Background: an optimization exercise with open tools, aiming at small area. Do not read the settings as production practice. In this exercise RTL edits were held to simulation tests only and were not proved equivalent to the original. No activity file was given, so power comes from the tool's default toggle rates.

JK:
## register_file
module register_file #(
  parameter int DATA_WIDTH = 32,
  parameter int ADDR_WIDTH = 5
) (
  input  logic                  clk,
  input  logic                  rst,
  input  logic                  reg_write,
  input  logic [ADDR_WIDTH-1:0] rs1,
  input  logic [ADDR_WIDTH-1:0] rs2,
  input  logic [ADDR_WIDTH-1:0] rd,
  input  logic [DATA_WIDTH-1:0] write_data,
  output logic [DATA_WIDTH-1:0] read_data1,
  output logic [DATA_WIDTH-1:0] read_data2
);
Settings: LEC_CHECK=0, CAP_MARGIN=20, CORE_MARGIN=2, CORE_UTILIZATION=60, SETUP_SLACK_MARGIN=0.2, SLEW_MARGIN=20, SYNTH_HIERARCHICAL=1; clock period 7.0 ns.
standard.sh (not shown) runs the stock make flow with config.mk's settings and CLKGATE_MAP_FILE= SYNTH_SCRIPT=/design/flow/synth_recipe.tcl, a recipe that flattens the netlist after the stock synthesis.
==> flow/flow/run.sh <==
#!/bin/bash
# Standard ORFS layout (the standard.sh), with these changes:
#  - I/O port buffers use buf_1 instead of the default pick (a delay buffer);
#  - after floorplan, the drivers of nets with 12 or more loads are upsized to
#    drive strength 2 (flow/upsize.tcl), so placement repair need not buffer them;
#  - CTS uses clkbuf_8 with sink clusters of up to 16 flops within 50 um,
#    and inserts no dummy loads.
# Each tool's output goes to a log file of its own in this folder.
set -euo pipefail
export BUFFER_PORTS_ARGS="-buffer_cell sky130_fd_sc_hd__buf_1"
export CTS_ARGS="-sink_clustering_enable -repair_clock_nets -dont_use_dummy_load -buf_list {sky130_fd_sc_hd__clkbuf_8} -sink_clustering_size 16 -sink_clustering_max_diameter 50"
RES=$PWD/orfs/results/$FLOW_PLATFORM/register_file/base
bash standard.sh floorplan > standard_floorplan.log 2>&1
UPSIZE_ODB=$RES/2_floorplan.odb UPSIZE_MIN_FANOUT=12 UPSIZE_TO=2 \
  openroad -no_init -exit flow/upsize.tcl > upsize.log 2>&1
bash standard.sh ${STOP_AT:-finish} > standard.log 2>&1
==> flow/flow/upsize.tcl <==
# Upsize the drivers of high-fanout signal nets, before placement, so that the
# placement repair does not need to buffer those nets.
# env: UPSIZE_ODB (db read and written), UPSIZE_MIN_FANOUT, UPSIZE_TO (suffix, e.g. 4)
read_db $::env(UPSIZE_ODB)
set db [ord::get_db]
set block [ord::get_db_block]
set minfo $::env(UPSIZE_MIN_FANOUT)
set to $::env(UPSIZE_TO)
set n 0
foreach inst [$block getInsts] {
  set m [$inst getMaster]
  set name [$m getName]
  if {![regexp {^(sky130_fd_sc_hd__[a-z0-9]+)_([0-9]+)$} $name -> base size]} { continue }
  if {$size >= $to} { continue }
  if {[regexp {df|dl|buf|tap|fill|decap|conb|diode|xor|xnor} $base]} { continue }
  set out {}
  foreach it [$inst getITerms] {
    if {[$it isOutputSignal]} { set out [$it getNet] }
  }
  if {$out eq "" || $out eq "NULL"} { continue }
  if {[$out getSigType] ne "SIGNAL"} { continue }
  set fo 0
  foreach it [$out getITerms] { if {[$it isInputSignal]} { incr fo } }
  if {$fo < $minfo} { continue }
  set new [$db findMaster ${base}_$to]
  if {$new eq "NULL"} { continue }
  $inst swapMaster $new
  incr n
  puts "upsize [$inst getName] $name -> ${base}_$to fanout $fo"
}
puts "upsized $n instances"
write_db $::env(UPSIZE_ODB)
Nothing crashed in JK and all stages finished; the problem is that the final layout failed, the offending checks being max-capacitance violations, max-slew violations.
Relative to JK, the following input files were edited for MS:
- CAP_MARGIN changed from 20 to 30
- SLEW_MARGIN changed from 20 to 30
--- a/flow/flow/run.sh
+++ b/flow/flow/run.sh
@@ -5 +5,2 @@
-#    drive strength 2 (flow/upsize.tcl), so placement repair need not buffer them;
+#    drive strength 2 (flow/upsize.tcl), so placement repair need not buffer them,
+#    and every a2111oi_0 (max load 0.021 pF) becomes an a2111oi_1;
@@ -14 +15 @@
-UPSIZE_ODB=$RES/2_floorplan.odb UPSIZE_MIN_FANOUT=12 UPSIZE_TO=2 \
+UPSIZE_ALWAYS="sky130_fd_sc_hd__a2111oi_0:sky130_fd_sc_hd__a2111oi_1" UPSIZE_ODB=$RES/2_floorplan.odb UPSIZE_MIN_FANOUT=12 UPSIZE_TO=2 \
--- a/flow/flow/upsize.tcl
+++ b/flow/flow/upsize.tcl
@@ -3 +3,2 @@
-# env: UPSIZE_ODB (db read and written), UPSIZE_MIN_FANOUT, UPSIZE_TO (suffix, e.g. 4)
+# env: UPSIZE_ODB (db read and written), UPSIZE_MIN_FANOUT, UPSIZE_TO (suffix, e.g. 4),
+# UPSIZE_ALWAYS (optional)
@@ -9,0 +11,6 @@
+# weak cells swapped for a stronger size wherever they are, given as pairs
+# "from:to" in UPSIZE_ALWAYS
+set always {}
+if {[info exists ::env(UPSIZE_ALWAYS)]} {
+  foreach pair $::env(UPSIZE_ALWAYS) { lassign [split $pair :] from to2; dict set always $from $to2 }
+}
@@ -10,0 +18,10 @@
+  set mname [[$inst getMaster] getName]
+  if {[dict exists $always $mname]} {
+    set new [$db findMaster [dict get $always $mname]]
+    if {$new ne "NULL"} {
+      $inst swapMaster $new
+      incr n
+      puts "upsize [$inst getName] $mname -> [dict get $always $mname] always"
+      continue
+    }
+  }
Notes after the runs:
Looking at the reports, MS completed the entire flow and the layout it produced met the timing, DRC and antenna checks. MS vs JK — reg2reg setup slack rose 610 ps. Compared with JK, in MS total power density per cell area rose by about 1.1%, post-detailed-placement cell area saw a decrease, layout-stage area growth over the synthesis result moved down, relative slew slack went up, final worst-path cycle share moved down. [compare] base=JK new=MS: critical path depth went up; final critical delay including setup and external delays shows a reduction of 170 ps; met1 routing resource usage after global routing went down by 2.0 points.


## build 5
register_file again, from the RTL that the note above started with.
## register_file
module register_file #(
  parameter int DATA_WIDTH = 32,
  parameter int ADDR_WIDTH = 5
) (
  input  logic                  clk,
  input  logic                  rst,
  input  logic                  reg_write,
  input  logic [ADDR_WIDTH-1:0] rs1,
  input  logic [ADDR_WIDTH-1:0] rs2,
  input  logic [ADDR_WIDTH-1:0] rd,
  input  logic [DATA_WIDTH-1:0] write_data,
  output logic [DATA_WIDTH-1:0] read_data1,
  output logic [DATA_WIDTH-1:0] read_data2
);
==> flow/config.mk <==
export PLATFORM = sky130hd
export DESIGN_NAME = register_file
export DESIGN_NICKNAME = register_file
export VERILOG_FILES = /design/flow/design.v
export SDC_FILE = /design/flow/constraint.sdc
export NUM_CORES = 4
export LEC_CHECK = 0
export CAP_MARGIN = 10
export CORE_MARGIN = 2
export CORE_UTILIZATION = 60
export CTS_BUF_LIST = sky130_fd_sc_hd__clkbuf_4 sky130_fd_sc_hd__clkbuf_8
export SLEW_MARGIN = 10
export SYNTH_HIERARCHICAL = 1
==> flow/constraint.sdc <==
create_clock -name core_clock -period 7.0 [get_ports {clk}]
set_input_delay 1.4000 -clock core_clock [delete_from_list [all_inputs] [get_ports {clk}]]
set_output_delay 1.4000 -clock core_clock [all_outputs]
set_load 0.01 [all_outputs]
run.sh (not shown) runs the stock make flow with config.mk's settings and CLKGATE_MAP_FILE= SYNTH_SCRIPT=/design/flow/synth_recipe.tcl, a recipe that flattens the netlist after the stock synthesis.
Stock flow here: none of the scripts above is used.
To summarise build 5: no stage aborted, but the layout did not pass its checks, failing on negative setup slack.
Inputs modified between build 5 and build 74:
# build 5
export LEC_CHECK = 0
export CAP_MARGIN = 10
export CORE_MARGIN = 2
export CORE_UTILIZATION = 60
export CTS_BUF_LIST = sky130_fd_sc_hd__clkbuf_4 sky130_fd_sc_hd__clkbuf_8
export SLEW_MARGIN = 10
export SYNTH_HIERARCHICAL = 1
create_clock -name core_clock -period 7.0 [get_ports {clk}]
# build 74
export LEC_CHECK = 0
export CAP_MARGIN = 20
export CORE_MARGIN = 2
export CORE_UTILIZATION = 60
export SLEW_MARGIN = 20
export SYNTH_HIERARCHICAL = 1
create_clock -name core_clock -period 7.0 [get_ports {clk}]
==> flow/flow/run.sh (new file) <==
#!/bin/bash
# Standard ORFS layout (the standard.sh), with two changes:
#  - I/O port buffers use buf_1 instead of the default pick (a delay buffer);
#  - CTS uses clkbuf_8 with sink clusters of up to 16 flops within 50 um,
#    and inserts no dummy loads.
set -euo pipefail
export BUFFER_PORTS_ARGS="-buffer_cell sky130_fd_sc_hd__buf_1"
export CTS_ARGS="-sink_clustering_enable -repair_clock_nets -dont_use_dummy_load -buf_list {sky130_fd_sc_hd__clkbuf_8} -sink_clustering_size 16 -sink_clustering_max_diameter 50"
bash standard.sh > standard.log 2>&1
==> flow/standard.sh (new file) <==
#!/bin/bash
# synth_recipe.tcl (not shown) runs the flow's synth.tcl, then flattens the netlist and writes it again
# the make line also repeats each setting of config.mk as NAME=value (left out here)
make -C /OpenROAD-flow-scripts/flow DESIGN_CONFIG=/design/flow/config.mk WORK_HOME=/design/flow/orfs CLKGATE_MAP_FILE= SYNTH_SCRIPT=/design/flow/synth_recipe.tcl "${@:-finish}"
removed: flow/run.sh
Notes after the runs:
Build 74 completed end to end with timing, DRC and antenna clean. Build 5: flow complete, layout not clean; failing: negative setup slack. [compare] base=build 5 new=build 74: number of cells on the worst reg-to-reg path stayed essentially flat, non-clock buffer count decreased about 8%, power shows a reduction of 16%, design area down about 7.5%. Relative to build 5, share of power burned in registers increased by 9.7 points in build 74. Routed wire length ends up higher on build 5. Compared with build 5, build 74 shows a via count of the first global-routing pass that is 1393 lower.
Edits applied to the flow inputs when going from build 74 to build 37:
# build 74
export LEC_CHECK = 0
export CAP_MARGIN = 20
export CORE_MARGIN = 2
export CORE_UTILIZATION = 60
export SLEW_MARGIN = 20
export SYNTH_HIERARCHICAL = 1
create_clock -name core_clock -period 7.0 [get_ports {clk}]
# build 37
export LEC_CHECK = 0
export CAP_MARGIN = 30
export CORE_MARGIN = 2
export CORE_UTILIZATION = 60
export SETUP_SLACK_MARGIN = 0.2
export SLEW_MARGIN = 30
export SYNTH_HIERARCHICAL = 1
create_clock -name core_clock -period 7.0 [get_ports {clk}]
==> flow/flow/run.sh <==
#!/bin/bash
# Standard ORFS layout (the standard.sh), with these changes:
#  - I/O port buffers use buf_1 instead of the default pick (a delay buffer);
#  - after floorplan, the drivers of nets with 12 or more loads are upsized to
#    drive strength 2 (flow/upsize.tcl), so placement repair need not buffer them;
#  - CTS uses clkbuf_8 with sink clusters of up to 16 flops within 50 um,
#    and inserts no dummy loads.
# Each tool's output goes to a log file of its own in this folder.
set -euo pipefail
export BUFFER_PORTS_ARGS="-buffer_cell sky130_fd_sc_hd__buf_1"
export CTS_ARGS="-sink_clustering_enable -repair_clock_nets -dont_use_dummy_load -buf_list {sky130_fd_sc_hd__clkbuf_8} -sink_clustering_size 16 -sink_clustering_max_diameter 50"
RES=$PWD/orfs/results/$FLOW_PLATFORM/register_file/base
bash standard.sh floorplan > standard_floorplan.log 2>&1
UPSIZE_ODB=$RES/2_floorplan.odb UPSIZE_MIN_FANOUT=12 UPSIZE_TO=2 \
  openroad -no_init -exit flow/upsize.tcl > upsize.log 2>&1
bash standard.sh ${STOP_AT:-finish} > standard.log 2>&1
==> flow/flow/upsize.tcl (new file) <==
# Upsize the drivers of high-fanout signal nets, before placement, so that the
# placement repair does not need to buffer those nets.
# env: UPSIZE_ODB (db read and written), UPSIZE_MIN_FANOUT, UPSIZE_TO (suffix, e.g. 4)
read_db $::env(UPSIZE_ODB)
set db [ord::get_db]
set block [ord::get_db_block]
set minfo $::env(UPSIZE_MIN_FANOUT)
set to $::env(UPSIZE_TO)
set n 0
foreach inst [$block getInsts] {
  set m [$inst getMaster]
  set name [$m getName]
  if {![regexp {^(sky130_fd_sc_hd__[a-z0-9]+)_([0-9]+)$} $name -> base size]} { continue }
  if {$size >= $to} { continue }
  if {[regexp {df|dl|buf|tap|fill|decap|conb|diode|xor|xnor} $base]} { continue }
  set out {}
  foreach it [$inst getITerms] {
    if {[$it isOutputSignal]} { set out [$it getNet] }
  }
  if {$out eq "" || $out eq "NULL"} { continue }
  if {[$out getSigType] ne "SIGNAL"} { continue }
  set fo 0
  foreach it [$out getITerms] { if {[$it isInputSignal]} { incr fo } }
  if {$fo < $minfo} { continue }
  set new [$db findMaster ${base}_$to]
  if {$new eq "NULL"} { continue }
  $inst swapMaster $new
  incr n
  puts "upsize [$inst getName] $name -> ${base}_$to fanout $fo"
}
puts "upsized $n instances"
write_db $::env(UPSIZE_ODB)
### Flow results
Diff build 74 -> build 37: worst-case headroom to the max-slew limit went up by 0.59 points; average routed wire per standard cell increased 0.66 um; layout overhead on the synthesized area now sits lower; global-route wire length before repair now sits at about the same level.

## separate check: timing with driven ports
No port has a modelled driver above. Below, the same layouts with a new extraction and two added sets of constraints. Step 1 sets driving cells, clkbuf_16 on the clock port and buf_2 on the other inputs (assumed; they add their load-dependent delay and slew). Step 2 moves the port delays by t, midway between the first and last clock arrival at a register: inputs arrive t later, outputs are due t later. That takes back most of the time a late clock gives input paths. Slacks: ideal ports / drivers / drivers and shift; pairs: ideal ports / drivers.
run | t, ns | slack for setup (ns) | cell pins on the clock port's net
JK | 0.771 | 0.299 / 0.252 / 0.252 | 1
MS | 0.784 | 0.471 / 0.438 / 0.438 | 1
build 5 | 0.888 | -0.044 / -0.070 / -0.070 | 1
build 74 | 0.794 | 0.273 / 0.246 / 0.246 | 1
build 37 | 0.796 | 0.357 / 0.326 / 0.326 | 1
For JK, which loses most, drivers alone change the setup slack by -0.047 ns; drivers and shift together by -0.047 ns.
